This design comes from an exercise in tuning for small area on the open sky130 flow, not from production work. Only simulation tests tie the RTL to the original design; equivalence was not proved. Power figures rest on the tool's default switching activity, not on a simulated workload. No driver is modelled on the clock port, so clocking that relies on it looks cheaper here than on a real chip.

### flow/design.v
`timescale 1ns/1ns
module frame_deser (
  input  logic         adc_clk,
  input  logic         dcm_reset,
  input  logic [31:0]  adc_in,
  input  logic         adc_sync,
  input  logic         adc_overrange,
  output logic [133:0] frame,
  output logic         frame_valid
);
  localparam int STAGES = 5;
  logic [1:0] slot;
  logic       valid_s1;
  logic       valid_s2;
  always_ff @(posedge adc_clk) begin
    if (dcm_reset) begin
      slot     <= '0;   
      valid_s1 <= 1'b0;
      valid_s2 <= 1'b0;
    end else begin
      slot     <= slot + 1'b1;   
      valid_s1 <= (slot == 2'd3);
      valid_s2 <= valid_s1;
    end
  end
  assign frame_valid = valid_s2;
  logic [31:0] data [STAGES];
  logic        sync [STAGES];
  logic        ovr  [STAGES];
  always_ff @(posedge adc_clk) begin
    data[0] <= adc_in;
    sync[0] <= adc_sync;
    ovr[0]  <= adc_overrange;
    for (int i = 1; i < STAGES; i++) begin
      data[i] <= data[i-1];
      sync[i] <= sync[i-1];
      ovr[i]  <= ovr[i-1];
    end
  end
  always_comb begin
    for (int n = 0; n < 4; n++) begin
      frame[102 + 8*n +: 8] = data[4-n][31:24];
      frame[70  + 8*n +: 8] = data[4-n][23:16];
      frame[38  + 8*n +: 8] = data[4-n][15:8];
      frame[6   + 8*n +: 8] = data[4-n][7:0];
      frame[2 + n]          = sync[4-n];
    end
    frame[0] = ovr[4] | ovr[3];
    frame[1] = ovr[2] | ovr[1];
  end
endmodule
`timescale 1ns/1ns
module frame_fifo (
  input  logic         adc_clk,
  input  logic         dcm_reset,
  input  logic [133:0] frame,
  input  logic         frame_valid,
  output logic [133:0] out_frame,
  output logic         out_valid,
  input  logic         out_ready,
  output logic         overflow
);
  localparam int FRAME_W    = 134;
  localparam int FIFO_DEPTH = 8;   
  logic [FRAME_W-1:0] mem [FIFO_DEPTH];
  logic [2:0]         wr_ptr;
  logic [FIFO_DEPTH-1:0] rd_sel;   
  logic [3:0]         count;   
  logic full;
  logic wr_en;
  logic rd_en;
  assign full      = count[3];
  assign out_valid = (count != '0);
  assign rd_en     = out_valid & out_ready;
  assign wr_en     = frame_valid & (~full | rd_en);
  always_comb begin
    out_frame = '0;
    for (int k = 0; k < FIFO_DEPTH; k++) begin
      out_frame = out_frame | (mem[k] & {FRAME_W{rd_sel[k]}});
    end
  end
  always_ff @(posedge adc_clk) begin
    for (int k = 0; k < FIFO_DEPTH; k++) begin
      if (wr_en && wr_ptr == 3'(k)) begin
        mem[k] <= frame;
      end
    end
  end
  always_ff @(posedge adc_clk) begin
    if (dcm_reset) begin
      wr_ptr <= '0;
      rd_sel <= FIFO_DEPTH'(1);
      count  <= '0;
    end else begin
      if (wr_en) wr_ptr <= wr_ptr + 1'b1;
      if (rd_en) rd_sel <= {rd_sel[FIFO_DEPTH-2:0], rd_sel[FIFO_DEPTH-1]};
      case ({wr_en, rd_en})
        2'b10:   count <= count + 1'b1;
        2'b01:   count <= count - 1'b1;
        default: count <= count;
      endcase
    end
  end
  always_ff @(posedge adc_clk) begin
    if (dcm_reset) begin
      overflow <= 1'b0;
    end else if (frame_valid & ~wr_en) begin
      overflow <= 1'b1;
    end
  end
endmodule
`timescale 1ns/1ns
module adc_capture_top #(
  parameter int EXTRA_REG = 1   
) (
  input  logic         adc_clk,
  input  logic         dcm_reset,
  input  logic [31:0]  adc_in,
  input  logic         adc_sync,
  input  logic         adc_overrange,
  output logic [133:0] out_frame,
  output logic         out_valid,
  input  logic         out_ready,
  output logic         overflow   
);
  logic [133:0] deser_frame;
  logic         deser_valid;   
  frame_deser u_frame_deser (
    .adc_clk       (adc_clk),
    .dcm_reset     (dcm_reset),
    .adc_in        (adc_in),
    .adc_sync      (adc_sync),
    .adc_overrange (adc_overrange),
    .frame         (deser_frame),
    .frame_valid   (deser_valid)
  );
  frame_fifo u_frame_fifo (
    .adc_clk     (adc_clk),
    .dcm_reset   (dcm_reset),
    .frame       (deser_frame),
    .frame_valid (deser_valid),
    .out_frame   (out_frame),
    .out_valid   (out_valid),
    .out_ready   (out_ready),
    .overflow    (overflow)
  );
endmodule
### flow/flow/run.sh
#!/bin/bash
# own flow: the standard layout (standard.sh) with small port buffers
# and a clock tree built from larger sink clusters without dummy loads.
# Each step writes its full output to its own log in the work folder.
set -o pipefail
export BUFFER_PORTS_ARGS="-buffer_cell sky130_fd_sc_hd__buf_1"
export CTS_ARGS="-sink_clustering_enable -repair_clock_nets -dont_use_dummy_load -sink_clustering_size 30 -sink_clustering_max_diameter 100"
bash standard.sh synth > synth.log 2>&1 || exit 1
bash standard.sh floorplan > floorplan.log 2>&1 || exit 1
bash standard.sh place > place.log 2>&1 || exit 1
bash standard.sh cts > cts.log 2>&1 || exit 1
bash standard.sh route > route.log 2>&1 || exit 1
bash standard.sh finish > finish.log 2>&1 || exit 1
### flow/standard.sh
#!/bin/bash
# synth_recipe.tcl (not shown) runs the flow's synth.tcl, then flattens the netlist and writes it again
# the make line also repeats each setting of config.mk as NAME=value (left out here)
make -C /OpenROAD-flow-scripts/flow DESIGN_CONFIG=/design/flow/config.mk WORK_HOME=/design/flow/orfs CLKGATE_MAP_FILE= SYNTH_SCRIPT=/design/flow/synth_recipe.tcl "${@:-finish}"
### flow/config.mk
export PLATFORM = sky130hd
export DESIGN_NAME = adc_capture_top
export DESIGN_NICKNAME = adc_capture_top
export VERILOG_FILES = /design/flow/design.v
export SDC_FILE = /design/flow/constraint.sdc
export NUM_CORES = 4
export LEC_CHECK = 0
export CAP_MARGIN = 0
export CORE_MARGIN = 2
export CORE_UTILIZATION = 65
export SLEW_MARGIN = 0
### flow/constraint.sdc
create_clock -name core_clock -period 5.0 [get_ports {adc_clk}]
set_input_delay 1.0000 -clock core_clock [delete_from_list [all_inputs] [get_ports {adc_clk}]]
set_output_delay 1.0000 -clock core_clock [all_outputs]
set_load 0.01 [all_outputs]
==> qor.yml, run 1 <==
clock_network:
  hold_buffers: 0
  cts.path.max_buffers: 3
  clkSinkCount: 1262
  cts_tree: "done"
  cts_root_buffer: "clkbuf_16"
  cts_setup_buffers: 0
  numCtsBuffers: 48
  clock_latency_ns: 0.63
  clk_pin_slew_ns: 0.10
  h-tree-depth: 2
  ctsResizeCount: 0
die:
  start_util: 0.654
  dieWidth_um: 258
  core-area_um2: 64100
  dieArea_um2: 66600
  die_h_um: 258
  ios: 173
  placementRows: 93
routing:
  vias: 20900
  wl_per_cell_um: 28.6
  wl_um: 90000
  drt_first_pass_iters: 7
  ant_nets: 0
  viasPerCell: 6.64
  drt_first_iter_violations: 1980
  drc: 0
critical_path:
  critPathArrivalTime_ns: 2.75
  worstSetupPathType: "flip-flop to primary output"
  worst_path_max_delay_cell: "dfxtp_4"
  cp-start-kind: "flip-flop"
  path_cells: "buf_4 -> a22oi_1 -> nand4_1 -> buf_1"
  end_kind: "primary output"
  setup.worst_path.start: "u_frame_fifo.rd_sel[1]"
  cp.required_ns: 4.00
  worst-path-max-fanout: 54
  slowest_delay_ns: 1.01
  r2r-start: "u_frame_fifo.count[3]"
logic_synthesis:
  ys.flop_type: "edfxtp_1"
  synthArstFlopShare: 0
  synth.cell_area_um2: 41900
  synth.distinct_cells: 32
  syn-instance-count: 2143
  yosys_warnings: 6
  syn_nets: 2191
  synth_edf_count: 1072
  ys_seq_area_frac: 0.858
  avgSynthCellArea_um2: 19.6
  ys_seq_elements: 1262
timing:
  setup_viol: 0
  rsz0062_at_grt: "false"
  fin_skew_ns: 0.0715
  setup_tns_ns: 0
  clock.fmax_ghz: 0.266
  tightest_slew_ns: 1.10
  period_share: 0.751
  relSlewSlack: 0.269
  slew_viol_final: 0
  hold_viol_final: 0
  fin_crit_ns: 3.75
  setup_slack_ns: 1.25
pwr:
  p_leak_nw: 13.5
  ir_drop_mv: 0.340
  power_density_nw_per_um2: 363
  power_mw: 16.3
global_routing:
  grt_pass1_vias: 21200
  grt_overflow_total: 0
  antenna_found_initial: 2
  grt_max_degree: 79
  grt_use_total: 0.271
  grt_pass1_wl_um: 134000
final_layout:
  area_growth_pct: 7.36
  fin_nets: 2338
  nFillCells: 4032
  drive_gt1_frac: 0.0546
place:
  pre_cts_slack_ns: 1.56
  hpwl_um: 46500
  place.gp.congestion: 0.735
  port_buffers: 172
hold_path:
  hp-class: "flip-flop to flip-flop"
  min_from: "u_frame_deser.data[0][5]"
outcome:
  status: "timing/DRC/antenna clean"
run:
  max-cap-violations: 0
## where the power goes
part           internal (mW)  switching [mW]
Sequential              11.5           0.148
Combinational         0.0664           0.125
Clock                   1.73            2.80
Total                   13.3            3.07
## metrics by stage
step | util | hold WS [ns] | cell area [um^2] | std cells
after floorplan | - | 0.310 | 42000 | 2143
after global placement | 0.684 | 0.310 | 43800 | 3095
after detailed placement | 0.684 | 0.312 | 43800 | 3095
after CTS | 0.702 | 0.334 | 45000 | 3143
after global routing | 0.702 | 0.339 | 45000 | 3143
final | 0.702 | 0.331 | 45000 | 3144
## cell families after synthesis
group,Yosys count,synth area share
AO/OA/AOI/OAI,552,0.0986
buffers and inverters,133,0.0133
flip-flops,1262,0.858
adder cells (fa/ha/maj),11,0.00346
XOR/XNOR,3,0.000627
AND/OR/NAND/NOR,182,0.0258
## placed cells by master, fill, tap and decap left out, types with 6 or more instances in the layout
cell,synthesis,routed
edfxtp_1,1072,1072
a22oi_1,536,536
dfxtp_1,190,182
buf_1,32,172
nand4_1,134,134
clkbuf_16,0,48
buf_4,6,29
buf_12,0,20
nand2_1,18,18
ha_1,10,10
nor2_1,9,9
inv_1,8,8
and3_4,0,8
dfxtp_4,0,8
a21oi_2,7,7
a21oi_1,6,6
## critical path, delay by kind of cell (launching register included)
family / cells / cell delay, ns
buffers and inverters: 2 / 0.72
DFF: 1 / 1.01
AOI/OAI and AO/OA: 1 / 0.18
and+or+nand+nor: 1 / 0.20
## state kept, by name, summed over array words and instances, names as in the netlist
register / count
u_frame_deser.data: 160
u_frame_deser.ovr: 5
u_frame_deser.slot: 2
u_frame_deser.sync: 5
u_frame_deser.valid_s1: 1
u_frame_deser.valid_s2: 1
u_frame_fifo.count: 4
u_frame_fifo.mem: 1072
u_frame_fifo.overflow: 1
u_frame_fifo.rd_sel: 8
u_frame_fifo.wr_ptr: 3
## worst paths after layout
kind | to | slack, ns | depth (start not counted)
setup / recovery | out_frame[119] | 1.25 | 4
hold / removal | u_frame_deser.data[1][5] | 0.33 | 0
setup reg to reg | u_frame_fifo.count[3] | 2.29 | 9
hold reg to reg | u_frame_deser.data[1][5] | 0.33 | 0
## layer usage
| layer | global-route usage | wire [um] | up-vias | part of all wire |
|---|---|---|---|---|
| li1 | - | - | 9098 | - |
| met1 | 0.395 | 38300 | 11000 | 0.43 |
| met2 | 0.448 | 44200 | 731 | 0.49 |
| met3 | 0.0322 | 5530 | 101 | 0.061 |
| met4 | 0.0658 | 1960 | 2 | 0.022 |
| met5 | 0 | 13 | - | 0.00014 |
## Yosys cell counts, types with 3 or more instances
cell / n / share of area
nand4_1: 134 / 0.020
a22oi_1: 536 / 0.096
buf_1: 32 / 0.0029
nand2_1: 18 / 0.0016
clkbuf_1: 61 / 0.0055
and3_1: 9 / 0.0013
ha_1: 10 / 0.0030
dfxtp_1: 190 / 0.091
buf_2: 24 / 0.0029
inv_1: 8 / 0.00072
a21oi_2: 7 / 0.0015
a21oi_1: 6 / 0.00072
edfxtp_1: 1072 / 0.77
nor2b_1: 3 / 0.00045
nor2_1: 9 / 0.00081
buf_4: 6 / 0.0011
## cell type report
class | count | area (um^2) | share of cell area
tap | 855 | 1070 | 0.0238
clock buffer | 48 | 1200 | 0.0267
timing repair buffer | 221 | 1260 | 0.0281
multi-input combinational | 748 | 5430 | 0.121
sequential | 1262 | 36000 | 0.800
antenna | 1 | 2.50 | 0.0000556
inverter | 9 | 36.3 | 0.000806
==> inputs of run 2 (changes only) <==
--- a/flow/config.mk
+++ b/flow/config.mk
@@ -5,7 +5,7 @@
 export SDC_FILE = /design/flow/constraint.sdc
 export NUM_CORES = 4
 export LEC_CHECK = 0
-export CAP_MARGIN = 0
+export CAP_MARGIN = 20
 export CORE_MARGIN = 2
-export CORE_UTILIZATION = 65
-export SLEW_MARGIN = 0
+export CORE_UTILIZATION = 70
+export SLEW_MARGIN = 20
==> run 2 against run 1 <==
Effect of this change: final cell count down 2.8%; critical endpoint is now out_frame[115]; critical path type unchanged; via count up 0.71%; sequential share of layout area up 0.24 points; utilization is 5.7 points higher; critical path depth unchanged; worst setup slack is the same; final area shrank 0.30%; clock skew increased by 0.0012 ns; global-route usage increased by 1.4 points; register-to-register slack barely moved; largest cell class unchanged; highest routed layer is now met4; clock power about the same; sequential power hardly changed.
==> qor.yml, run 2 <==
critical_path:
  worst-path-max-fanout: 47
  crit_path_end: "out_frame[115]"
  setup.worst_path.start: "u_frame_fifo.rd_sel[4]"
  crit_family: "flip-flops"
  worstSetupPathType: "flip-flop to primary output"
  critPathArrivalTime_ns: 2.75
  timing.rr.end: "u_frame_fifo.count[3]"
  path_cells: "buf_4 -> a22oi_1 -> nand4_1 -> buf_1"
  path_buf_inv: 2
  cp.required_ns: 4.00
  worst_path_max_delay_cell: "dfxtp_4"
  end_kind: "primary output"
  critical_path_depth: 4
  cp-start-kind: "flip-flop"
  r2r-start: "u_frame_fifo.count[3]"
  rrSetupSlack_ns: 2.29
  slowest_delay_ns: 0.91
  reg2regPathDepth: 9
final_layout:
  final_common_cell: "edfxtp_1"
  final_area_um2: 44900
  largest_register: "u_frame_fifo.mem"
  layout_common_cells: "edfxtp_1, a22oi_1, dfxtp_1, buf_1, nand4_1"
  fin_nets: 2334
  drive_gt1_frac: 0.0530
  largest_reg_flops: 1072
  finish.utilization: 0.759
  top_regs: "u_frame_fifo.mem (1072), u_frame_deser.data (160), u_frame_fifo.rd_sel (8)"
  area_growth_pct: 7.03
  diodes: 0
  fin_cells: 3057
die:
  die_h_um: 249
  ios: 173
  core-area_um2: 59100
  dieArea_um2: 61900
  placementRows: 89
  start_util: 0.709
  dieWidth_um: 249
clock_network:
  clock_latency_ns: 0.63
  hold_buffers: 0
  cts_tree: "done"
  clkSinkCount: 1262
  cts_setup_buffers: 0
  clk_pin_slew_ns: 0.11
  ctsResizeCount: 0
  numCtsBuffers: 48
  cts_root_buffer: "clkbuf_16"
  cts.path.max_buffers: 3
  h-tree-depth: 2
routing:
  wl_per_cell_um: 28.8
  drt_first_pass_iters: 5
  drc: 0
  ant_nets: 0
  wl_um: 88100
  vias: 21000
  viasPerCell: 6.88
  drt_first_iter_violations: 2021
logic_synthesis:
  yosys_warnings: 6
  synthArstFlopShare: 0
  netlist.area_leader.share: 0.767
  synth_xor_area_frac: 0.000626
  ys.flop_type: "edfxtp_1"
  synth_top_family_by_area: "compound AO/OA/AOI/OAI gates"
  synthAdderAreaFrac: 0.00346
  ys_seq_area_frac: 0.858
  synth_compound_area_frac: 0.0986
  syn_nets: 2191
  muxShareOfSynthArea: 0
  synth.most_common_cell: "edfxtp_1"
  ys_top_cells_by_area: "edfxtp_1, a22oi_1, dfxtp_1"
  syn-instance-count: 2143
  synth_edf_count: 1072
  synth.distinct_cells: 32
  ys_seq_elements: 1262
  synth.cell_area_um2: 41900
  avgSynthCellArea_um2: 19.6
  yosys-top-cells-count: "edfxtp_1, a22oi_1, dfxtp_1, nand4_1, clkbuf_1"
  synth_top_cell_by_area: "edfxtp_1"
  yosys.area_share.simple: 0.0258
run:
  max-cap-violations: 0
timing:
  setup_viol: 0
  relSlewSlack: 0.305
  hold-worst-slack_ns: 0.336
  slew_viol_final: 0
  clock.fmax_ghz: 0.266
  period_share: 0.751
  fin_crit_ns: 3.75
  setup_slack_ns: 1.25
  fin_skew_ns: 0.0727
  tightest_slew_ns: 1.04
  rsz0062_at_grt: "false"
  setup_tns_ns: 0
  hold_viol_final: 0
global_routing:
  grt_max_degree: 135
  antenna_found_initial: 2
  grt_use_total: 0.285
  grt_pass1_wl_um: 132000
  grt_pass1_vias: 21200
  grt_overflow_total: 0
place:
  place.gp.congestion: 0.749
  pre_cts_slack_ns: 1.61
  dp_cells: 3009
  dpl_cell_area_um2: 43700
  port_buffers: 172
  hpwl_um: 44900
pwr:
  power_mw: 16.3
  p_leak_nw: 13.5
  ir_drop_mv: 0.357
  power_density_nw_per_um2: 363
hold_path:
  hp-class: "flip-flop to flip-flop"
outcome:
  status: "timing/DRC/antenna clean"
run 2: changes by cell type in the layout (fill, tap and decap cells not counted):
cell,delta
buf_4,-4
diode_2,-1
run 2: power breakdown:
| group | switching (mW) | internal (mW) |
|---|---|---|
| sequential | 0.146 | 11.5 |
| clock | 2.78 | 1.73 |
| combinational | 0.126 | 0.0663 |
| total | 3.05 | 13.3 |
run 2: cell families after synthesis:
| group | count (synthesis) |
|---|---|
| flip-flops | 1262 |
| AO/OA/AOI/OAI | 552 |
| AND/OR/NAND/NOR | 182 |
| buffers and inverters | 133 |
| adder cells (fa/ha/maj) | 11 |
| XOR/XNOR | 3 |
run 2: layout make-up:
class                      count  area, um^2
multi-input combinational    748        5430
tap                          773         967
timing repair buffer         217        1230
sequential                  1262       36000
fill                        3331       14200
clock buffer                  48        1200
inverter                       9        36.3
run 2: how the worst min path moves through the flow:
stage	start	end	slack, ns	depth (start not counted)
2_1_floorplan	u_frame_deser.data[0][0]	u_frame_deser.data[1][0]	0.31	0
3_3_place_gp	u_frame_deser.data[0][12]	u_frame_deser.data[1][12]	0.31	0
3_5_place_dp	u_frame_deser.data[0][17]	u_frame_deser.data[1][17]	0.31	0
4_1_cts	u_frame_deser.data[0][17]	u_frame_deser.data[1][17]	0.34	0
5_1_grt	u_frame_deser.data[0][15]	u_frame_deser.data[1][15]	0.34	0
6_report	u_frame_deser.data[0][24]	u_frame_deser.data[1][24]	0.34	0
run 2: layer usage:
| layer | vias to the layer above | global-route usage | wire length, um |
|---|---|---|---|
| met2 | 896 | 0.479 | 44200 |
| met4 | 0 | 0.0639 | 1580 |
| met3 | 87 | 0.0339 | 6780 |
| met1 | 11000 | 0.412 | 35500 |
| li1 | 9087 | - | - |
| met5 | - | 0 | 0 |
==> inputs of run 3 (changes only) <==
--- a/flow/flow/run.sh
+++ b/flow/flow/run.sh
@@ -4,6 +4,7 @@
 # Each step writes its full output to its own log in the work folder.
 set -o pipefail
 export BUFFER_PORTS_ARGS="-buffer_cell sky130_fd_sc_hd__buf_1"
+export RECOVER_POWER=100
 export CTS_ARGS="-sink_clustering_enable -repair_clock_nets -dont_use_dummy_load -sink_clustering_size 30 -sink_clustering_max_diameter 100"
 bash standard.sh synth > synth.log 2>&1 || exit 1
 bash standard.sh floorplan > floorplan.log 2>&1 || exit 1
==> run 3 against run 2 <==
Effect of this change: now fails the layout checks on max-capacitance violations, max-slew violations; critical path depth stayed put; largest cell class unchanged; clock skew fell by 0.0011 ns; utilization is 0.32 points lower; sequential share of layout area is 0.33 points higher; synthesized cell count unchanged; clock-buffer cell count stayed put; final area down 0.42%; total power about the same.
==> qor.yml, run 3 <==
logic_synthesis:
  ys_top_cells_by_area: "edfxtp_1, a22oi_1, dfxtp_1"
  ys.flop_type: "edfxtp_1"
  ys_seq_elements: 1262
  synth.most_common_cell: "edfxtp_1"
  synth_edf_count: 1072
  syn-instance-count: 2143
  yosys-top-cells-count: "edfxtp_1, a22oi_1, dfxtp_1, nand4_1, clkbuf_1"
  ys_seq_area_frac: 0.858
  synth.cell_area_um2: 41900
  syn_nets: 2191
  synth_top_cell_by_area: "edfxtp_1"
  avgSynthCellArea_um2: 19.6
  synthArstFlopShare: 0
  netlist.area_leader.share: 0.767
  synth.distinct_cells: 32
  yosys_warnings: 6
final_layout:
  diodes: 0
  drive_gt1_frac: 0.0447
  finish.utilization: 0.756
  fin_nets: 2334
  area_growth_pct: 6.58
  largest_reg_flops: 1072
  largest_register: "u_frame_fifo.mem"
  top_regs: "u_frame_fifo.mem (1072), u_frame_deser.data (160), u_frame_fifo.rd_sel (8)"
  layout_common_cells: "edfxtp_1, a22oi_1, dfxtp_1, buf_1, nand4_1"
  final_common_cell: "edfxtp_1"
die:
  placementRows: 89
  dieArea_um2: 61900
  die_h_um: 249
  start_util: 0.709
  dieWidth_um: 249
  ios: 173
  core-area_um2: 59100
critical_path:
  rrSetupSlack_ns: 1.02
  r2r-start: "u_frame_fifo.count[3]"
  cp.required_ns: 4.00
  setup.worst_path.start: "u_frame_fifo.rd_sel[2]"
  cp-start-kind: "flip-flop"
  critPathArrivalTime_ns: 3.22
  crit_path_end: "out_frame[104]"
  worst-path-max-fanout: 50
  worstSetupPathType: "flip-flop to primary output"
  reg2regPathDepth: 4
  timing.rr.end: "u_frame_fifo.mem[0][91]"
  end_kind: "primary output"
routing:
  drt_first_pass_iters: 5
  drt_first_iter_violations: 2228
  viasPerCell: 6.89
  wl_per_cell_um: 28.8
  drc: 0
  vias: 21100
  wl_um: 88000
  ant_nets: 0
run:
  max-cap-violations: 11
outcome:
  status: "failed layout checks"
  so_faults: "max-capacitance violations, max-slew violations"
hold_path:
  min_from: "u_frame_deser.data[0][17]"
  hp-class: "flip-flop to flip-flop"
place:
  hpwl_um: 44900
  port_buffers: 172
  place.gp.congestion: 0.749
pwr:
  ir_drop_mv: 0.361
  p_leak_nw: 13.4
  power_density_nw_per_um2: 365
timing:
  slew_viol_final: 643
  setup_tns_ns: 0
  period_share: 0.844
  hold_viol_final: 0
  rsz0062_at_grt: "false"
  fin_skew_ns: 0.0716
  setup_viol: 0
  tightest_slew_ns: 2.84
  relSlewSlack: -0.892
  clock.fmax_ghz: 0.237
  fin_crit_ns: 4.22
clock_network:
  hold_buffers: 0
  ctsResizeCount: 0
  cts_setup_buffers: 0
  cts_root_buffer: "clkbuf_16"
  clock_latency_ns: 0.63
  numCtsBuffers: 48
  clkSinkCount: 1262
  h-tree-depth: 2
  clk_pin_slew_ns: 0.10
  cts.path.max_buffers: 3
  cts_tree: "done"
global_routing:
  grt_use_total: 0.285
  antenna_found_initial: 2
  grt_pass1_wl_um: 132000
  grt_pass1_vias: 21200
  grt_overflow_total: 0
  grt_max_degree: 135
run 3: kinds of logic after synthesis:
family | share of synthesized area
DFF | 0.858
buffers and inverters | 0.0133
adders and majority gates | 0.00346
AOI/OAI and AO/OA | 0.0986
xor gates and xnor gates | 0.000627
and+or+nand+nor | 0.0258
run 3: worst min path at each step:
stage / cells past startpoint / slack, ns / endpoint
6_report: 0 / 0.34 / u_frame_deser.data[1][17]
5_1_grt: 0 / 0.34 / u_frame_deser.data[1][15]
4_1_cts: 0 / 0.34 / u_frame_deser.data[1][17]
3_5_place_dp: 0 / 0.31 / u_frame_deser.data[1][17]
3_3_place_gp: 0 / 0.31 / u_frame_deser.data[1][12]
2_1_floorplan: 0 / 0.31 / u_frame_deser.data[1][0]
run 3: where the power goes:
group	internal, mW	leakage, nW	switching (mW)
clock network	1.73	0.592	2.78
registers	11.5	11.2	0.146
logic	0.0655	1.58	0.124
run 3: per-layer routing:
layer  up-vias  global-route usage  wire length [um]
met5         -                   0                 0
met4         0              0.0639              1630
met1     11000               0.412             35800
met2       881               0.479             44100
li1       9087                   -                 -
met3       100              0.0339              6510
run 3: cell type report:
type,count,area (um^2)
inverters,9,35.0
repair buffers,217,1110
well taps,773,967
clock buffers,48,1200
flip-flops and latches,1262,36000
fillers,3374,14400
multi-input cells,748,5370
run 3: worst max-delay path, stage by stage (launching register included):
cell	delay, ns
dfxtp_2	1.33
buf_4	0.55
a22oi_1	0.17
nand4_1	0.28
buf_1	0.19
run 3: stage by stage:
| stage | power [mW] | cell area (um^2) | std cells | worst slack (ns) | hold slack (ns) |
|---|---|---|---|---|---|
| 2_1_floorplan | 11.9 | 42000 | 2143 | 0.253 | 0.310 |
| 3_3_place_gp | 12.0 | 43700 | 3009 | 1.60 | 0.310 |
| 3_5_place_dp | 12.0 | 43700 | 3009 | 1.61 | 0.312 |
| 4_1_cts | 16.4 | 44900 | 3057 | 1.25 | 0.336 |
| 5_1_grt | 16.7 | 44700 | 3057 | 0.638 | 0.341 |
| 6_report | 16.3 | 44700 | 3057 | 0.781 | 0.336 |
==> inputs of run 4 (changes only) <==
--- a/flow/flow/run.sh
+++ b/flow/flow/run.sh
@@ -4,8 +4,7 @@
 # Each step writes its full output to its own log in the work folder.
 set -o pipefail
 export BUFFER_PORTS_ARGS="-buffer_cell sky130_fd_sc_hd__buf_1"
-export RECOVER_POWER=100
-export CTS_ARGS="-sink_clustering_enable -repair_clock_nets -dont_use_dummy_load -sink_clustering_size 30 -sink_clustering_max_diameter 100"
+export CTS_ARGS="-sink_clustering_enable -repair_clock_nets -dont_use_dummy_load -sink_clustering_size 20 -sink_clustering_max_diameter 60 -buf_list sky130_fd_sc_hd__clkbuf_8"
 bash standard.sh synth > synth.log 2>&1 || exit 1
 bash standard.sh floorplan > floorplan.log 2>&1 || exit 1
 bash standard.sh place > place.log 2>&1 || exit 1
--- a/flow/config.mk
+++ b/flow/config.mk
@@ -7,5 +7,5 @@
 export LEC_CHECK = 0
 export CAP_MARGIN = 20
 export CORE_MARGIN = 2
-export CORE_UTILIZATION = 70
+export CORE_UTILIZATION = 65
 export SLEW_MARGIN = 20
==> run 4 against run 3 <==
Effect of this change: now clean on timing, DRC and antenna; clock skew down 0.0095 ns; sequential power about the same; wire length up 3.0%; critical path depth unchanged; first-iteration DRC count down 7.6%; die area up 7.6%; maximum frequency up 11%; via count down 0.24%; critical path type unchanged; critical endpoint is now out_frame[119]; largest cell class unchanged; largest power group unchanged.
==> qor.yml, run 4 <==
routing:
  wl_um: 90600
  ant_nets: 0
  drt_first_pass_iters: 5
  drc: 0
  vias: 21000
  viasPerCell: 6.63
  drt_first_iter_violations: 2059
  wl_per_cell_um: 28.6
die:
  dieWidth_um: 258
  start_util: 0.654
  placementRows: 93
  die_h_um: 258
  ios: 173
  dieArea_um2: 66600
  core-area_um2: 64100
critical_path:
  path_buf_inv: 2
  cp.required_ns: 4.00
  slowest_delay_ns: 1.01
  rrSetupSlack_ns: 2.30
  worst_path_max_delay_cell: "dfxtp_4"
  critPathArrivalTime_ns: 2.80
  end_kind: "primary output"
  path_cells: "buf_4 -> a22oi_1 -> nand4_1 -> buf_1"
  worst-path-max-fanout: 54
  worstSetupPathType: "flip-flop to primary output"
  cp-start-kind: "flip-flop"
  crit_family: "flip-flops"
logic_synthesis:
  synth.distinct_cells: 32
  synthArstFlopShare: 0
  ys_top_cells_by_area: "edfxtp_1, a22oi_1, dfxtp_1"
  avgSynthCellArea_um2: 19.6
  yosys_warnings: 6
  netlist.area_leader.share: 0.767
  synth_edf_count: 1072
  synth_top_cell_by_area: "edfxtp_1"
  synth.cell_area_um2: 41900
  synth.most_common_cell: "edfxtp_1"
  ys_seq_elements: 1262
  ys.flop_type: "edfxtp_1"
  syn_nets: 2191
  yosys-top-cells-count: "edfxtp_1, a22oi_1, dfxtp_1, nand4_1, clkbuf_1"
  ys_seq_area_frac: 0.858
  syn-instance-count: 2143
outcome:
  status: "timing/DRC/antenna clean"
pwr:
  power_mw: 16.0
  p_leak_nw: 13.4
  power_density_nw_per_um2: 357
  ir_drop_mv: 0.300
clock_network:
  hold_buffers: 0
  cts_setup_buffers: 0
  clk_pin_slew_ns: 0.11
  clkSinkCount: 1262
  numCtsBuffers: 75
  cts.path.max_buffers: 3
  h-tree-depth: 3
  clock_latency_ns: 0.68
  cts_root_buffer: "clkbuf_8"
  cts_tree: "done"
  ctsResizeCount: 0
place:
  port_buffers: 172
  hpwl_um: 46500
  place.gp.congestion: 0.735
  pre_cts_slack_ns: 1.56
  dp_cells: 3095
final_layout:
  largest_register: "u_frame_fifo.mem"
  multi_input_area_um2: 5430
  regArea_um2: 36000
  area_growth_pct: 6.95
  final_common_cell: "edfxtp_1"
  largest_reg_flops: 1072
  top_regs: "u_frame_fifo.mem (1072), u_frame_deser.data (160), u_frame_fifo.rd_sel (8)"
  fin_nets: 2365
  nFillCells: 4050
  layout_common_cells: "edfxtp_1, a22oi_1, dfxtp_1, buf_1, nand4_1"
  fin_cells: 3171
  drive_gt1_frac: 0.0657
timing:
  relSlewSlack: 0.287
  rsz0062_at_grt: "false"
  hold_viol_final: 0
  fin_skew_ns: 0.0621
  setup_slack_ns: 1.20
  tightest_slew_ns: 1.07
  period_share: 0.759
  fin_crit_ns: 3.80
  clock.fmax_ghz: 0.263
  hold-worst-slack_ns: 0.259
  setup_tns_ns: 0
  setup_viol: 0
  slew_viol_final: 0
global_routing:
  use_met1: 0.394
  use_met3: 0.0403
  grt_use_total: 0.274
  met2_usage: 0.451
  antenna_found_initial: 3
  grt_pass1_wl_um: 135000
  grt_overflow_total: 0
  grt_pass1_vias: 21500
  grt-busiest-layer: "met2"
  grt_max_degree: 79
hold_path:
  hp-class: "flip-flop to flip-flop"
run:
  max-cap-violations: 0
## run 4: cell count changes in the layout (fill, tap and decap cells not counted), moves of 3 or more
cell / change
buf_1: +4
clkbuf_1: -12
clkbuf_2: -4
buf_4: +12
and3_4: +7
clkbuf_16: -48
buf_12: +7
a21oi_1: -3
a21oi_2: +3
clkbuf_8: +75
and3_1: -6
clkbuf_4: -3
## run 4: where the power goes
group,internal [mW],switching (mW),leakage (nW)
Clock,1.36,2.83,0.539
Sequential,11.5,0.148,11.2
Combinational,0.0664,0.125,1.66
Total,12.9,3.10,13.4
## run 4: final timing paths
| path | start | endpoint | cells after the start |
|---|---|---|---|
| worst max-delay path | u_frame_fifo.rd_sel[1] | out_frame[119] | 4 |
| worst min-delay path | u_frame_deser.data[0][24] | u_frame_deser.data[1][24] | 0 |
| worst max register to register | u_frame_fifo.count[3] | u_frame_fifo.count[3] | 9 |
| worst min register to register | u_frame_deser.data[0][24] | u_frame_deser.data[1][24] | 0 |
## run 4: layout make-up
type / instances / share of cell area
Multi-Input combinational cell: 748 / 0.121
Clock buffer: 75 / 0.0230
Tap cell: 855 / 0.0238
Antenna cell: 1 / 0.0000558
Inverter: 9 / 0.000809
Sequential cell: 1262 / 0.803
Timing Repair Buffer: 221 / 0.0282
## run 4: logic make-up (layout without fill, tap and decap cells)
logic type	count (synthesis)	in the layout	synth area share
AOI/OAI and AO/OA	552	552	0.0986
xor gates and xnor gates	3	3	0.000627
adders and majority gates	11	11	0.00346
buffers and inverters	133	305	0.0133
DFF	1262	1262	0.858
other	0	1	0
and+or+nand+nor	182	182	0.0258
## run 4: through the flow
stage | area [um^2] | util
2_1_floorplan | 42000 | -
3_3_place_gp | 43800 | 0.684
3_5_place_dp | 43800 | 0.684
4_1_cts | 44900 | 0.700
5_1_grt | 44900 | 0.700
6_report | 44900 | 0.700
## run 4: routing by layer
metal,routed length [um],part of all wire
met1,37500,0.41
met2,44800,0.49
met3,6610,0.073
met4,1710,0.019
met5,13,0.00014
## run 4: worst register-to-register path, delay by kind of cell (launching register included)
| kind | cells | cell delay, ns |
|---|---|---|
| buffers and inverters | 1 | 0.08 |
| flip-flops | 1 | 0.37 |
| AND/OR/NAND/NOR | 3 | 1.19 |
| AO/OA/AOI/OAI | 3 | 0.43 |
| adder cells (fa/ha/maj) | 2 | 0.56 |
==> inputs of run 5 (changes only) <==
--- a/flow/flow/run.sh
+++ b/flow/flow/run.sh
@@ -4,6 +4,7 @@
 # Each step writes its full output to its own log in the work folder.
 set -o pipefail
 export BUFFER_PORTS_ARGS="-buffer_cell sky130_fd_sc_hd__buf_1"
+export RECOVER_POWER=100
 export CTS_ARGS="-sink_clustering_enable -repair_clock_nets -dont_use_dummy_load -sink_clustering_size 20 -sink_clustering_max_diameter 60 -buf_list sky130_fd_sc_hd__clkbuf_8"
 bash standard.sh synth > synth.log 2>&1 || exit 1
 bash standard.sh floorplan > floorplan.log 2>&1 || exit 1
==> run 5 against run 4 <==
Effect of this change: now fails the layout checks on max-capacitance violations, max-slew violations; first-iteration DRC count up 2.9%; worst hold slack better by 0.00052 ns; critical path depth unchanged; clock-buffer cell count did not move; die area unchanged; worst setup slack worse by 0.54 ns; clock power about the same; global-route usage unchanged; total power barely moved.
==> qor.yml, run 5 <==
outcome:
  status: "failed layout checks"
  so_faults: "max-capacitance violations, max-slew violations"
logic_synthesis:
  yosys_warnings: 6
  synth_top_family_by_area: "compound AO/OA/AOI/OAI gates"
  ys_top_cells_by_area: "edfxtp_1, a22oi_1, dfxtp_1"
  synth.most_common_cell: "edfxtp_1"
  synth.distinct_cells: 32
  synthAdderAreaFrac: 0.00346
  syn-instance-count: 2143
  ys.flop_type: "edfxtp_1"
  ys_seq_area_frac: 0.858
  avgSynthCellArea_um2: 19.6
  netlist.area_leader.share: 0.767
  syn_nets: 2191
  synth_xor_area_frac: 0.000626
  ys_seq_elements: 1262
  yosys-top-cells-count: "edfxtp_1, a22oi_1, dfxtp_1, nand4_1, clkbuf_1"
  synthArstFlopShare: 0
  muxShareOfSynthArea: 0
  yosys.area_share.simple: 0.0258
  synth.cell_area_um2: 41900
  synth_edf_count: 1072
  synth_top_cell_by_area: "edfxtp_1"
  synth_compound_area_frac: 0.0986
die:
  placementRows: 93
  core-area_um2: 64100
  dieArea_um2: 66600
  ios: 173
  dieWidth_um: 258
  start_util: 0.654
  die_h_um: 258
critical_path:
  worstSetupPathType: "flip-flop to primary output"
  rrSetupSlack_ns: 0.86
  critical_path_depth: 4
  r2r-start: "u_frame_fifo.wr_ptr[0]"
  end_kind: "primary output"
  setup.worst_path.start: "u_frame_fifo.rd_sel[6]"
  path_buf_inv: 2
  cp.required_ns: 4.00
  crit_path_end: "out_frame[41]"
  critPathArrivalTime_ns: 3.33
  slowest_delay_ns: 1.27
  path_cells: "clkbuf_2 -> a22oi_1 -> nand4_1 -> buf_1"
  worst-path-max-fanout: 48
  crit_family: "flip-flops"
  cp-start-kind: "flip-flop"
  worst_path_max_delay_cell: "dfxtp_2"
  reg2regPathDepth: 4
  timing.rr.end: "u_frame_fifo.mem[3][54]"
clock_network:
  cts_root_buffer: "clkbuf_8"
  h-tree-depth: 3
  numCtsBuffers: 75
  hold_buffers: 0
  clkSinkCount: 1262
  clock_latency_ns: 0.68
  cts_tree: "done"
  cts.path.max_buffers: 3
  cts_setup_buffers: 0
  ctsResizeCount: 0
  clk_pin_slew_ns: 0.11
global_routing:
  use_met1: 0.394
  grt_use_total: 0.274
  met2_usage: 0.451
  grt_overflow_total: 0
  grt-busiest-layer: "met2"
  grt_max_degree: 79
  use_met3: 0.0403
  grt_pass1_vias: 21500
  grt_pass1_wl_um: 135000
  antenna_found_initial: 4
final_layout:
  top_regs: "u_frame_fifo.mem (1072), u_frame_deser.data (160), u_frame_fifo.rd_sel (8)"
  layout_common_cells: "edfxtp_1, a22oi_1, dfxtp_1, buf_1, nand4_1"
  largest_register: "u_frame_fifo.mem"
  fin_nets: 2365
  final_common_cell: "edfxtp_1"
  finish.utilization: 0.697
  area_growth_pct: 6.54
  largest_reg_flops: 1072
  drive_gt1_frac: 0.0592
timing:
  slew_viol_final: 520
  tightest_slew_ns: 2.89
  hold_viol_final: 0
  setup_tns_ns: 0
  setup_viol: 0
  clock.fmax_ghz: 0.231
  hold-worst-slack_ns: 0.259
  rsz0062_at_grt: "false"
  period_share: 0.867
  relSlewSlack: -0.929
  fin_skew_ns: 0.0616
  fin_crit_ns: 4.33
place:
  place.gp.congestion: 0.735
  hpwl_um: 46500
  port_buffers: 172
routing:
  vias: 21100
  drc: 0
  ant_nets: 0
  viasPerCell: 6.66
  drt_first_iter_violations: 2118
  wl_per_cell_um: 28.6
  wl_um: 90700
  drt_first_pass_iters: 5
hold_path:
  min_from: "u_frame_deser.data[0][24]"
  hp-class: "flip-flop to flip-flop"
pwr:
  power_density_nw_per_um2: 358
  p_leak_nw: 13.4
  power_mw: 16.0
  ir_drop_mv: 0.301
run:
  max-cap-violations: 11
==> run 5: cell count changes in the layout (fill, tap and decap cells not counted), moves of 3 or more <==
cell	change
buf_4	-12
clkbuf_1	+6
clkbuf_2	+13
dfxtp_2	+3
buf_12	-5
and3_1	+6
dfxtp_4	-3
and3_4	-8
==> run 5: worst min-delay path by stage <==
stage                                 to  slack (ns)  cells after the start
6_report       u_frame_deser.data[1][24]        0.26                      0
5_1_grt        u_frame_deser.data[1][24]        0.25                      0
4_1_cts        u_frame_deser.data[1][24]        0.26                      0
3_5_place_dp   u_frame_deser.data[1][20]        0.31                      0
3_3_place_gp   u_frame_deser.data[1][12]        0.31                      0
2_1_floorplan   u_frame_deser.data[1][0]        0.31                      0
==> run 5: kinds of logic after synthesis <==
family                   count (synthesis)
AO/OA/AOI/OAI                          552
buffers and inverters                  133
flip-flops                            1262
AND/OR/NAND/NOR                        182
XOR/XNOR                                 3
adder cells (fa/ha/maj)                 11
==> run 5: area by class of cell <==
class / count / area, um^2
flip-flops and latches: 1262 / 36000
diodes: 1 / 2.50
clock buffers: 75 / 1030
inverters: 9 / 35.0
repair buffers: 221 / 1150
well taps: 855 / 1070
multi-input cells: 748 / 5370
fillers: 4080 / 19400
==> run 5: power by group <==
group	internal, mW	switching [mW]	leakage [nW]
Combinational	0.0649	0.124	1.62
Clock	1.36	2.84	0.539
Sequential	11.5	0.148	11.2
==> run 5: worst register-to-register path, stage by stage, from the launching register on <==
cell      delay [ns]
dfxtp_1         0.42
ha_1            0.21
ha_1            0.16
and3_1          1.98
clkbuf_2        0.97
==> run 5: stage by stage <==
step                      instance area, um^2  std cells  worst slack, ns
final                                   44700       3171            0.667
after global routing                    44700       3171            0.560
after CTS                               44900       3170             1.15
after detailed placement                43800       3095             1.56
after global placement                  43800       3095             1.61
after floorplan                         42000       2143            0.253
==> run 5: per-layer routing <==
layer / routed length (um) / up-vias
li1: - / 9133
met1: 38000 / 11000
met2: 44600 / 840
met3: 6350 / 108
met4: 1770 / 2
met5: 13 / -
==> inputs of run 6 (changes only) <==
--- a/flow/flow/run.sh
+++ b/flow/flow/run.sh
@@ -4,8 +4,7 @@
 # Each step writes its full output to its own log in the work folder.
 set -o pipefail
 export BUFFER_PORTS_ARGS="-buffer_cell sky130_fd_sc_hd__buf_1"
-export RECOVER_POWER=100
-export CTS_ARGS="-sink_clustering_enable -repair_clock_nets -dont_use_dummy_load -sink_clustering_size 20 -sink_clustering_max_diameter 60 -buf_list sky130_fd_sc_hd__clkbuf_8"
+export CTS_ARGS="-sink_clustering_enable -repair_clock_nets -dont_use_dummy_load -sink_clustering_size 25 -sink_clustering_max_diameter 80"
 bash standard.sh synth > synth.log 2>&1 || exit 1
 bash standard.sh floorplan > floorplan.log 2>&1 || exit 1
 bash standard.sh place > place.log 2>&1 || exit 1
--- a/flow/config.mk
+++ b/flow/config.mk
@@ -7,5 +7,5 @@
 export LEC_CHECK = 0
 export CAP_MARGIN = 20
 export CORE_MARGIN = 2
-export CORE_UTILIZATION = 65
+export CORE_UTILIZATION = 40
 export SLEW_MARGIN = 20
==> run 6 against run 5 <==
Effect of this change: now clean on timing, DRC and antenna; critical path type unchanged; critical path depth stayed put; flip-flop and latch count did not move; worst hold slack improved by 0.035 ns; via count shrank 0.96%; clock power increased by about 20%; global-route usage fell by 9.7 points; clock skew is 0.011 ns higher; combinational power is 8% higher; maximum frequency up 13%; largest cell class unchanged; die area up 61%.
==> qor.yml, run 6 <==
final_layout:
  largest_reg_flops: 1072
  nFillCells: 8776
  area_growth_pct: 9.47
  drive_gt1_frac: 0.0567
  top_regs: "u_frame_fifo.mem (1072), u_frame_deser.data (160), u_frame_fifo.rd_sel (8)"
  final_common_cell: "edfxtp_1"
  layout_common_cells: "edfxtp_1, a22oi_1, dfxtp_1, buf_1, nand4_1"
  largest_register: "u_frame_fifo.mem"
  fin_nets: 2343
logic_synthesis:
  yosys.area_share.simple: 0.0258
  synth.most_common_cell: "edfxtp_1"
  ys_seq_area_frac: 0.858
  avgSynthCellArea_um2: 19.6
  ys_top_cells_by_area: "edfxtp_1, a22oi_1, dfxtp_1"
  synth_xor_area_frac: 0.000626
  netlist.area_leader.share: 0.767
  ys.flop_type: "edfxtp_1"
  syn_nets: 2191
  yosys_warnings: 6
  synth_edf_count: 1072
  synth_compound_area_frac: 0.0986
  yosys-top-cells-count: "edfxtp_1, a22oi_1, dfxtp_1, nand4_1, clkbuf_1"
  synth_top_family_by_area: "compound AO/OA/AOI/OAI gates"
  synth.cell_area_um2: 41900
  synth_top_cell_by_area: "edfxtp_1"
  synth.distinct_cells: 32
  syn-instance-count: 2143
  synthAdderAreaFrac: 0.00346
  synthArstFlopShare: 0
  muxShareOfSynthArea: 0
  ys_seq_elements: 1262
critical_path:
  worst-path-max-fanout: 45
  timing.rr.end: "u_frame_fifo.count[3]"
  reg2regPathDepth: 9
  cp.required_ns: 4.00
  r2r-start: "u_frame_fifo.count[3]"
  cp-start-kind: "flip-flop"
  rrSetupSlack_ns: 2.21
  worstSetupPathType: "flip-flop to primary output"
  critPathArrivalTime_ns: 2.84
  end_kind: "primary output"
routing:
  vias: 20900
  ant_nets: 0
  drt_first_pass_iters: 5
  wl_um: 97200
  wl_per_cell_um: 26.4
  drc: 0
  drt_first_iter_violations: 1880
  viasPerCell: 5.69
timing:
  fin_skew_ns: 0.0731
  relSlewSlack: 0.269
  rsz0062_at_grt: "false"
  setup_tns_ns: 0
  period_share: 0.767
  tightest_slew_ns: 1.10
  setup_viol: 0
  fin_crit_ns: 3.84
  clock.fmax_ghz: 0.261
  hold_viol_final: 0
  slew_viol_final: 0
clock_network:
  clock_latency_ns: 0.68
  clk_pin_slew_ns: 0.10
  numCtsBuffers: 59
  cts_tree: "done"
  cts.path.max_buffers: 3
  cts_setup_buffers: 0
  cts_root_buffer: "clkbuf_16"
  clkSinkCount: 1262
  hold_buffers: 0
  ctsResizeCount: 0
  h-tree-depth: 2
outcome:
  status: "timing/DRC/antenna clean"
pwr:
  ir_drop_mv: 0.330
  power_mw: 16.9
  power_density_nw_per_um2: 367
  p_leak_nw: 13.6
hold_path:
  holdPathStages: 0
  min_from: "u_frame_deser.data[0][6]"
  min_to: "u_frame_deser.data[1][6]"
  hp-class: "flip-flop to flip-flop"
die:
  start_util: 0.404
  dieWidth_um: 328
  placementRows: 118
  dieArea_um2: 107000
  ios: 173
  die_h_um: 328
  core-area_um2: 104000
global_routing:
  grt_overflow_total: 0
  grt_use_total: 0.177
  grt_pass1_wl_um: 142000
  grt_max_degree: 79
  antenna_found_initial: 1
  grt_pass1_vias: 21500
place:
  place.gp.congestion: 0.749
  port_buffers: 172
  hpwl_um: 51000
run:
  max-cap-violations: 0
-- run 6: cell types whose count changed in the layout (fill, tap and decap cells not counted), moves of 2 or more --
cell / previous run / this run
clkbuf_8: 75 / 0
clkbuf_16: 0 / 59
clkbuf_2: 13 / 0
and3_4: 0 / 8
and3_1: 7 / 1
buf_4: 17 / 23
clkbuf_1: 6 / 0
buf_12: 15 / 20
dfxtp_2: 3 / 0
dfxtp_4: 5 / 8
a21oi_1: 8 / 6
a21oi_2: 5 / 7
and3_2: 2 / 0
buf_1: 170 / 172
-- run 6: cell families after synthesis --
group                    Yosys count
flip-flops                      1262
AO/OA/AOI/OAI                    552
AND/OR/NAND/NOR                  182
buffers and inverters            133
adder cells (fa/ha/maj)           11
XOR/XNOR                           3
-- run 6: stage by stage --
step	setup slack [ns]	util	instances	hold slack [ns]	area (um^2)
floorplan	0.253	-	2143	0.310	42000
global placement	1.46	0.428	3614	0.309	44400
detailed placement	1.45	0.428	3614	0.312	44400
CTS	1.09	0.442	3673	0.288	45900
global route	1.05	0.442	3673	0.303	45900
finish	1.16	0.442	3674	0.294	45900
-- run 6: power by group --
part / switching, mW / internal (mW)
Clock: 2.93 / 2.10
Combinational: 0.137 / 0.0672
Sequential: 0.150 / 11.5
Total: 3.22 / 13.6
-- run 6: cell type report --
type	count	area, um^2	area share
Sequential cell	1262	36000	0.785
Multi-Input combinational cell	748	5430	0.118
Tap cell	1380	1730	0.0376
Clock buffer	59	1480	0.0322
Timing Repair Buffer	215	1220	0.0265
Inverter	9	36.3	0.000790
Antenna cell	1	2.50	0.0000545
-- run 6: worst max-delay path, stage by stage (launching register included) --
cell and delay [ns]:
dfxtp_4 0.89, buf_4 0.62, a22oi_1 0.15, nand4_1 0.26
buf_1 0.19
-- run 6: routing by layer --
layer  vias to the layer above  share of wire  GRT usage  wire length [um]
li1                       9110              -          -                 -
met1                     11000           0.42      0.236             40300
met2                       682           0.50      0.303             48600
met3                       109          0.063     0.0272              6090
met4                         2          0.022     0.0440              2090
met5                         -       0.000082          0                 8
-- run 6: how the worst max path moves through the flow --
stage | slack, ns | endpoint | startpoint | depth (start not counted)
floorplan | 0.25 | u_frame_fifo.mem[3][0] | out_ready | 2
global placement | 1.46 | u_frame_fifo.count[3] | out_ready | 10
detailed placement | 1.45 | u_frame_fifo.mem[1][71] | out_ready | 5
CTS | 1.09 | out_frame[77] | u_frame_fifo.rd_sel[7] | 4
global route | 1.05 | out_frame[96] | u_frame_fifo.rd_sel[7] | 4
finish | 1.16 | out_frame[77] | u_frame_fifo.rd_sel[7] | 4
==> inputs of run 7 (changes only) <==
==> flow/flow/run.sh (replaced) <==
#!/bin/bash
# Own flow: the standard layout (standard.sh) with three changes.
#  1. Synthesis runs synth_recipe.tcl unchanged but with an area-oriented
#     ABC mapping script (flow/abc_area_map.script) in place of ORFS's
#     abc_speed.script; registers, their names and cell types are as in the
#     standard synthesis, only the combinational mapping differs.
#  2. Ports are buffered with sky130_fd_sc_hd__buf_1.
#  3. The clock tree uses larger sink clusters and no dummy loads.
# Each step writes its full output to its own log in the work folder.
set -o pipefail
mkdir -p scripts_area
for f in "$FLOW_HOME"/scripts/*; do ln -sf "$f" scripts_area/; done
rm -f scripts_area/abc_speed.script
cp flow/abc_area_map.script scripts_area/abc_speed.script
bash standard.sh SCRIPTS_DIR=$PWD/scripts_area synth > synth.log 2>&1 || exit 1
export BUFFER_PORTS_ARGS="-buffer_cell sky130_fd_sc_hd__buf_1"
export CTS_ARGS="-sink_clustering_enable -repair_clock_nets -dont_use_dummy_load -sink_clustering_size 30 -sink_clustering_max_diameter 100"
bash standard.sh floorplan > floorplan.log 2>&1 || exit 1
bash standard.sh place > place.log 2>&1 || exit 1
bash standard.sh cts > cts.log 2>&1 || exit 1
bash standard.sh route > route.log 2>&1 || exit 1
bash standard.sh finish > finish.log 2>&1 || exit 1
==> flow/flow/abc_area_map.script (new file) <==
strash
&get -n
&fraig -x
&put
scorr
dc2
strash
&get -n
&dch -f
&nf
&put
--- a/flow/config.mk
+++ b/flow/config.mk
@@ -7,5 +7,5 @@
 export LEC_CHECK = 0
 export CAP_MARGIN = 20
 export CORE_MARGIN = 2
-export CORE_UTILIZATION = 40
+export CORE_UTILIZATION = 65
 export SLEW_MARGIN = 20
==> run 7 against run 6 <==
Effect of this change: clock power is about 10% lower; flip-flop and latch count did not move; non-clock buffer count up 1; register-to-register slack got worse by 0.27 ns; combinational power shrank 4%; die area decreased by 40%; utilization grew 28 points; worst setup slack better by 0.083 ns.
==> qor.yml, run 7 <==
routing:
  vias: 20500
  wl_um: 86500
  viasPerCell: 6.86
  drt_first_iter_violations: 3040
  ant_nets: 0
  wl_met2_um: 43300
  route.met3.wl_um: 7080
  drt_first_pass_iters: 7
  wl_per_cell_um: 28.9
  met1_length_um: 34600
  drc: 0
  dr.max_layer_used: "met4"
global_routing:
  grt_max_degree: 135
  grt_overflow_total: 0
  antenna_found_initial: 0
  grt_use_total: 0.267
  grt_pass1_vias: 20400
  grt_pass1_wl_um: 128000
logic_synthesis:
  synth_top_cell_by_area: "edfxtp_1"
  synth.most_common_cell: "edfxtp_1"
  ys.flop_type: "edfxtp_1"
  syn_nets: 1942
  ys_seq_elements: 1262
  synth.distinct_cells: 26
  synth.cell_area_um2: 40900
  netlist.area_leader.share: 0.787
  synth_edf_count: 1072
  yosys-top-cells-count: "edfxtp_1, a222oi_1, dfxtp_1, a22oi_1, nand3_1"
  syn-instance-count: 1894
  ys_seq_area_frac: 0.880
  avgSynthCellArea_um2: 21.6
  yosys_warnings: 6
  ys_top_cells_by_area: "edfxtp_1, dfxtp_1, a222oi_1"
  synthArstFlopShare: 0
place:
  port_buffers: 172
  hpwl_um: 43100
  place.gp.congestion: 0.729
  dpl_cell_area_um2: 43300
die:
  placementRows: 91
  core-area_um2: 61900
  dieWidth_um: 255
  dieArea_um2: 64900
  ios: 173
  start_util: 0.660
  die_h_um: 255
clock_network:
  clock_latency_ns: 0.63
  cts.path.max_buffers: 3
  cts_root_buffer: "clkbuf_16"
  numCtsBuffers: 48
  ctsResizeCount: 0
  clk_pin_slew_ns: 0.10
  h-tree-depth: 2
  hold_buffers: 0
  cts_tree: "done"
  cts_setup_buffers: 0
  clkSinkCount: 1262
final_layout:
  top_regs: "u_frame_fifo.mem (1072), u_frame_deser.data (160), u_frame_fifo.rd_sel (8)"
  final_common_cell: "edfxtp_1"
  final_area_um2: 44500
  largest_reg_flops: 1072
  layout_common_cells: "edfxtp_1, a222oi_1, dfxtp_1, buf_1, a22oi_1"
  nFillCells: 3824
  diodes: 0
  area_growth_pct: 8.85
  largest_register: "u_frame_fifo.mem"
  fin_nets: 2208
  drive_gt1_frac: 0.0500
  finish.utilization: 0.719
hold_path:
  holdPathStages: 0
  hp-class: "flip-flop to flip-flop"
pwr:
  ir_drop_mv: 0.348
  p_leak_nw: 13.5
  power_density_nw_per_um2: 367
critical_path:
  critical_path_depth: 4
  critPathArrivalTime_ns: 2.75
  rrSetupSlack_ns: 1.94
  path_buf_inv: 2
  path_cells: "buf_4 -> a222oi_1 -> nand3_1 -> buf_1"
  worst_path_max_delay_cell: "dfxtp_4"
  cp-start-kind: "flip-flop"
  setup.worst_path.start: "u_frame_fifo.rd_sel[7]"
  slowest_delay_ns: 1.03
  timing.rr.end: "u_frame_fifo.count[3]"
  cp.required_ns: 4.00
  end_kind: "primary output"
  reg2regPathDepth: 10
  worst-path-max-fanout: 59
  crit_family: "flip-flops"
  crit_path_end: "out_frame[31]"
  worstSetupPathType: "flip-flop to primary output"
  r2r-start: "u_frame_fifo.count[3]"
timing:
  rsz0062_at_grt: "false"
  setup_viol: 0
  relSlewSlack: 0.252
  fin_skew_ns: 0.0744
  period_share: 0.751
  tightest_slew_ns: 1.12
  hold_viol_final: 0
  fin_crit_ns: 3.75
  slew_viol_final: 0
  clock.fmax_ghz: 0.266
run:
  max-cap-violations: 0
outcome:
  status: "timing/DRC/antenna clean"
-- run 7: changes by cell type after synthesis, moves of 8 or more --
cell      change
clkinv_1      +8
a22oi_1     -393
and3_1        -8
nand4_1     -125
a222oi_1    +259
inv_1         -8
buf_1        -32
buf_2        -24
nand2_1      +11
nand3_1     +124
clkbuf_1     -61
-- run 7: cell families after synthesis --
family,synth area share
adder cells (fa/ha/maj),0.00355
multiplexers,0.000245
AO/OA/AOI/OAI,0.0920
AND/OR/NAND/NOR,0.0225
flip-flops,0.880
XOR/XNOR,0.000643
buffers and inverters,0.000734
-- run 7: worst min-delay path by stage --
stage | to | start | slack (ns)
global placement | u_frame_deser.data[1][30] | u_frame_deser.data[0][30] | 0.31
CTS | u_frame_deser.data[1][26] | u_frame_deser.data[0][26] | 0.34
detailed placement | u_frame_deser.data[1][26] | u_frame_deser.data[0][26] | 0.31
finish | u_frame_deser.data[1][26] | u_frame_deser.data[0][26] | 0.34
global route | u_frame_deser.data[1][26] | u_frame_deser.data[0][26] | 0.34
floorplan | u_frame_deser.data[1][0] | u_frame_deser.data[0][0] | 0.31
-- run 7: through the flow --
stage | total power, mW | worst slack, ns | instances | TNS (ns) | hold slack (ns)
2_1_floorplan | 11.9 | -1.07 | 1894 | -1020.47 | 0.310
3_3_place_gp | 12.0 | 1.58 | 2947 | 0 | 0.310
3_5_place_dp | 12.0 | 1.55 | 2947 | 0 | 0.312
4_1_cts | 16.4 | 1.23 | 2995 | 0 | 0.336
5_1_grt | 16.8 | 1.16 | 2995 | 0 | 0.341
6_report | 16.3 | 1.25 | 2995 | 0 | 0.336
-- run 7: cell type report --
cell class / count / area (um^2) / share of cell area
inverter: 8 / 30.0 / 0.000675
timing repair buffer: 216 / 1290 / 0.0290
clock buffer: 48 / 1200 / 0.0270
tap: 837 / 1050 / 0.0235
sequential: 1262 / 36000 / 0.809
multi-input combinational: 624 / 4910 / 0.110
-- run 7: worst reg2reg max path, delay by kind of cell, from the launching register on --
family | cells | cell delay [ns]
fa+ha+maj | 2 | 0.64
compound gates | 2 | 0.35
simple gates | 5 | 1.34
buf+inv | 1 | 0.31
flops | 1 | 0.36
-- run 7: metal layers --
layer,track usage,up-vias
li1,-,8829
met1,0.392,10700
met2,0.443,949
met3,0.0302,93
met4,0.0607,0
met5,0,-
-- run 7: where the power goes --
group	switching [mW]	internal, mW
clock	2.79	1.73
sequential	0.137	11.5
combinational	0.127	0.0696
total	3.05	13.3
==> inputs of run 8 (changes only) <==
--- a/flow/flow/run.sh
+++ b/flow/flow/run.sh
@@ -14,7 +14,7 @@
 cp flow/abc_area_map.script scripts_area/abc_speed.script
 bash standard.sh SCRIPTS_DIR=$PWD/scripts_area synth > synth.log 2>&1 || exit 1
 export BUFFER_PORTS_ARGS="-buffer_cell sky130_fd_sc_hd__buf_1"
-export CTS_ARGS="-sink_clustering_enable -repair_clock_nets -dont_use_dummy_load -sink_clustering_size 30 -sink_clustering_max_diameter 100"
+export CTS_ARGS="-sink_clustering_enable -repair_clock_nets -dont_use_dummy_load -sink_clustering_size 20 -sink_clustering_max_diameter 60 -buf_list sky130_fd_sc_hd__clkbuf_8"
 bash standard.sh floorplan > floorplan.log 2>&1 || exit 1
 bash standard.sh place > place.log 2>&1 || exit 1
 bash standard.sh cts > cts.log 2>&1 || exit 1
--- a/flow/config.mk
+++ b/flow/config.mk
@@ -7,5 +7,5 @@
 export LEC_CHECK = 0
 export CAP_MARGIN = 20
 export CORE_MARGIN = 2
-export CORE_UTILIZATION = 65
+export CORE_UTILIZATION = 75
 export SLEW_MARGIN = 20
==> run 8 against run 7 <==
Effect of this change: flip-flop and latch count unchanged; total power decreased by 2.8%; worst setup slack got worse by 0.067 ns; final cell count decreased by 3.8%; first-iteration DRC count increased by 8.9%; sequential power about the same; critical path type unchanged; still clean on timing, DRC and antenna; critical endpoint is now out_frame[21]; final area decreased by 0.90%; area after synthesis unchanged; combinational power decreased by 3%.
==> qor.yml, run 8 <==
logic_synthesis:
  yosys-top-cells-count: "edfxtp_1, a222oi_1, dfxtp_1, a22oi_1, nand3_1"
  synthArstFlopShare: 0
  synth_edf_count: 1072
  synth_top_cell_by_area: "edfxtp_1"
  ys_seq_area_frac: 0.880
  ys_seq_elements: 1262
  synth.most_common_cell: "edfxtp_1"
  avgSynthCellArea_um2: 21.6
  ys.flop_type: "edfxtp_1"
  syn_nets: 1942
  synth.distinct_cells: 26
  synth.cell_area_um2: 40900
  netlist.area_leader.share: 0.787
  yosys_warnings: 6
  ys_top_cells_by_area: "edfxtp_1, dfxtp_1, a222oi_1"
  syn-instance-count: 1894
timing:
  hold_viol_final: 0
  clock.fmax_ghz: 0.262
  tightest_slew_ns: 0.915
  rsz0062_at_grt: "false"
  relSlewSlack: 0.390
  period_share: 0.764
  fin_crit_ns: 3.82
  fin_skew_ns: 0.0538
  setup_viol: 0
  slew_viol_final: 0
critical_path:
  rrSetupSlack_ns: 1.89
  slowest_delay_ns: 0.92
  timing.rr.end: "u_frame_fifo.count[3]"
  end_kind: "primary output"
  cp.required_ns: 4.00
  r2r-start: "u_frame_fifo.count[3]"
  crit_family: "flip-flops"
  critical_path_depth: 4
  worst-path-max-fanout: 52
  cp-start-kind: "flip-flop"
  path_buf_inv: 2
  worstSetupPathType: "flip-flop to primary output"
  reg2regPathDepth: 10
  path_cells: "buf_4 -> a222oi_1 -> nand3_1 -> buf_1"
  worst_path_max_delay_cell: "dfxtp_4"
  critPathArrivalTime_ns: 2.82
routing:
  vias: 20900
  ant_nets: 0
  drt_first_iter_violations: 3311
  drc: 0
  wl_um: 84200
  viasPerCell: 7.25
  drt_first_pass_iters: 8
  wl_per_cell_um: 29.2
final_layout:
  top_regs: "u_frame_fifo.mem (1072), u_frame_deser.data (160), u_frame_fifo.rd_sel (8)"
  nFillCells: 2547
  drive_gt1_frac: 0.0614
  final_common_cell: "edfxtp_1"
  largest_reg_flops: 1072
  fin_cells: 2881
  largest_register: "u_frame_fifo.mem"
  area_growth_pct: 7.87
  fin_nets: 2234
  layout_common_cells: "edfxtp_1, a222oi_1, dfxtp_1, buf_1, a22oi_1"
clock_network:
  clk_pin_slew_ns: 0.11
  h-tree-depth: 3
  hold_buffers: 0
  numCtsBuffers: 73
  ctsResizeCount: 0
  clkSinkCount: 1262
  cts.path.max_buffers: 3
  cts_tree: "done"
  cts_setup_buffers: 0
  cts_root_buffer: "clkbuf_8"
  clock_latency_ns: 0.70
die:
  die_h_um: 237
  start_util: 0.760
  placementRows: 85
  dieArea_um2: 56400
  dieWidth_um: 237
  ios: 173
  core-area_um2: 53800
pwr:
  p_int_mw: 12.9
  power_mw: 15.9
  power_density_nw_per_um2: 360
  combPwrFrac: 0.012
  ir_drop_mv: 0.308
  switching_share: 0.189
  switchingPower_mw: 2.99
  clock_power_share: 0.256
  pwr-share-seq: 0.732
  p_leak_nw: 13.5
global_routing:
  grt_use_total: 0.304
  grt_pass1_vias: 21100
  grt_overflow_total: 0
  grt_max_degree: 116
  antenna_found_initial: 3
  grt_pass1_wl_um: 126000
hold_path:
  holdPathStages: 0
  min_from: "u_frame_deser.data[0][10]"
  hp-class: "flip-flop to flip-flop"
  min_to: "u_frame_deser.data[1][10]"
place:
  port_buffers: 172
  dp_cells: 2807
  hpwl_um: 42900
  place.gp.congestion: 0.748
outcome:
  status: "timing/DRC/antenna clean"
run:
  max-cap-violations: 0
## run 8: cell counts after synthesis
Identical to the previous run, type by type.
## run 8: worst max path at each step
stage                                    end  slack [ns]              startpoint
global placement    u_frame_fifo.mem[0][133]        1.78               out_ready
finish                         out_frame[21]        1.18  u_frame_fifo.rd_sel[1]
global route                   out_frame[18]        1.06  u_frame_fifo.rd_sel[1]
floorplan             u_frame_fifo.mem[0][0]       -1.07               out_ready
detailed placement     u_frame_fifo.count[3]        1.71               out_ready
CTS                            out_frame[21]        1.13  u_frame_fifo.rd_sel[1]
## run 8: final cells by class
class | count | area, um^2 | share of cell area
inverter | 8 | 30.0 | 0.000681
timing repair buffer | 217 | 1260 | 0.0285
multi-input combinational | 624 | 4910 | 0.111
tap | 696 | 871 | 0.0197
sequential | 1262 | 36000 | 0.817
clock buffer | 73 | 1000 | 0.0228
antenna | 1 | 2.50 | 0.0000567
## run 8: power groups by stage
stage,clock (mW),sequential (mW),combinational [mW]
final,4.06,11.6,0.191
after global placement,0,11.8,0.189
after CTS,4.13,11.6,0.193
after detailed placement,0,11.8,0.192
after global routing,4.46,11.6,0.205
after floorplan,0,11.8,0.0969
## run 8: metrics by stage
stage	util	TNS, ns	hold slack (ns)	instance area, um^2	worst slack, ns
4_1_cts	0.820	0	0.300	44100	1.13
3_3_place_gp	0.801	0	0.310	43100	1.78
5_1_grt	0.820	0	0.304	44100	1.06
6_report	0.820	0	0.295	44100	1.18
2_1_floorplan	-	-1020.47	0.310	40900	-1.07
3_5_place_dp	0.801	0	0.312	43100	1.71
## run 8: kinds of logic after synthesis
| family | Yosys count | share of synthesized area |
|---|---|---|
| flops | 1262 | 0.880 |
| compound gates | 419 | 0.0920 |
| simple gates | 190 | 0.0225 |
| fa+ha+maj | 11 | 0.00355 |
| buf+inv | 8 | 0.000734 |
| xor+xnor | 3 | 0.000643 |
| mux | 1 | 0.000245 |
## run 8: worst reg2reg max path, stage by stage (launching register included)
cell	delay, ns
dfxtp_1	0.38
or4_1	0.56
nand2_1	0.29
clkinv_1	0.31
ha_1	0.34
ha_1	0.29
a21o_1	0.18
a21o_1	0.18
a21oi_1	0.20
and3_1	0.21
nor3_1	0.05
## run 8: metal layers
metal  track usage  share of wire  vias up
met4        0.0804          0.021        4
met3        0.0459          0.097      132
met5             0        0.00024        -
met2         0.503           0.50     1213
li1              -              -     8870
met1         0.439           0.38    10700

## re-timing with driven ports
In the flow no input, the clock included, has a driving cell. The finished layouts below were timed again as built, in two steps. Step 1: set_driving_cell puts a clkbuf_16 on adc_clk and a buf_2 on each other input, an assumption about the parent block. Step 2 adds t to the input delays and takes it off the output delays; t is the mean of the earliest and latest rising clock arrival at the registers after step 1. Input paths then give back, and output paths get back, about the clock's delay inside the block. Three values: no drivers, after step 1, after step 2; two values: the first two.
run	t, ns	slack for setup (ns)	worst data-port slew with drivers (ns)
run 1	0.665	1.247 / 1.178 / 1.618	0.07
run 2	0.662	1.247 / 1.181 / 1.652	0.08
run 3	0.663	0.781 / 0.714 / 0.244	0.09
run 4	0.718	1.204 / 1.141 / 1.646	0.06
run 5	0.717	0.667 / 0.606 / 0.228	0.06
run 6	0.713	1.163 / 1.100 / 1.435	0.07
run 7	0.654	1.246 / 1.184 / 1.558	0.04
run 8	0.737	1.179 / 1.119 / 1.733	0.11
The setup slack of run 3, which loses most, moves by -0.067 ns with the drivers and by -0.537 ns with both steps.
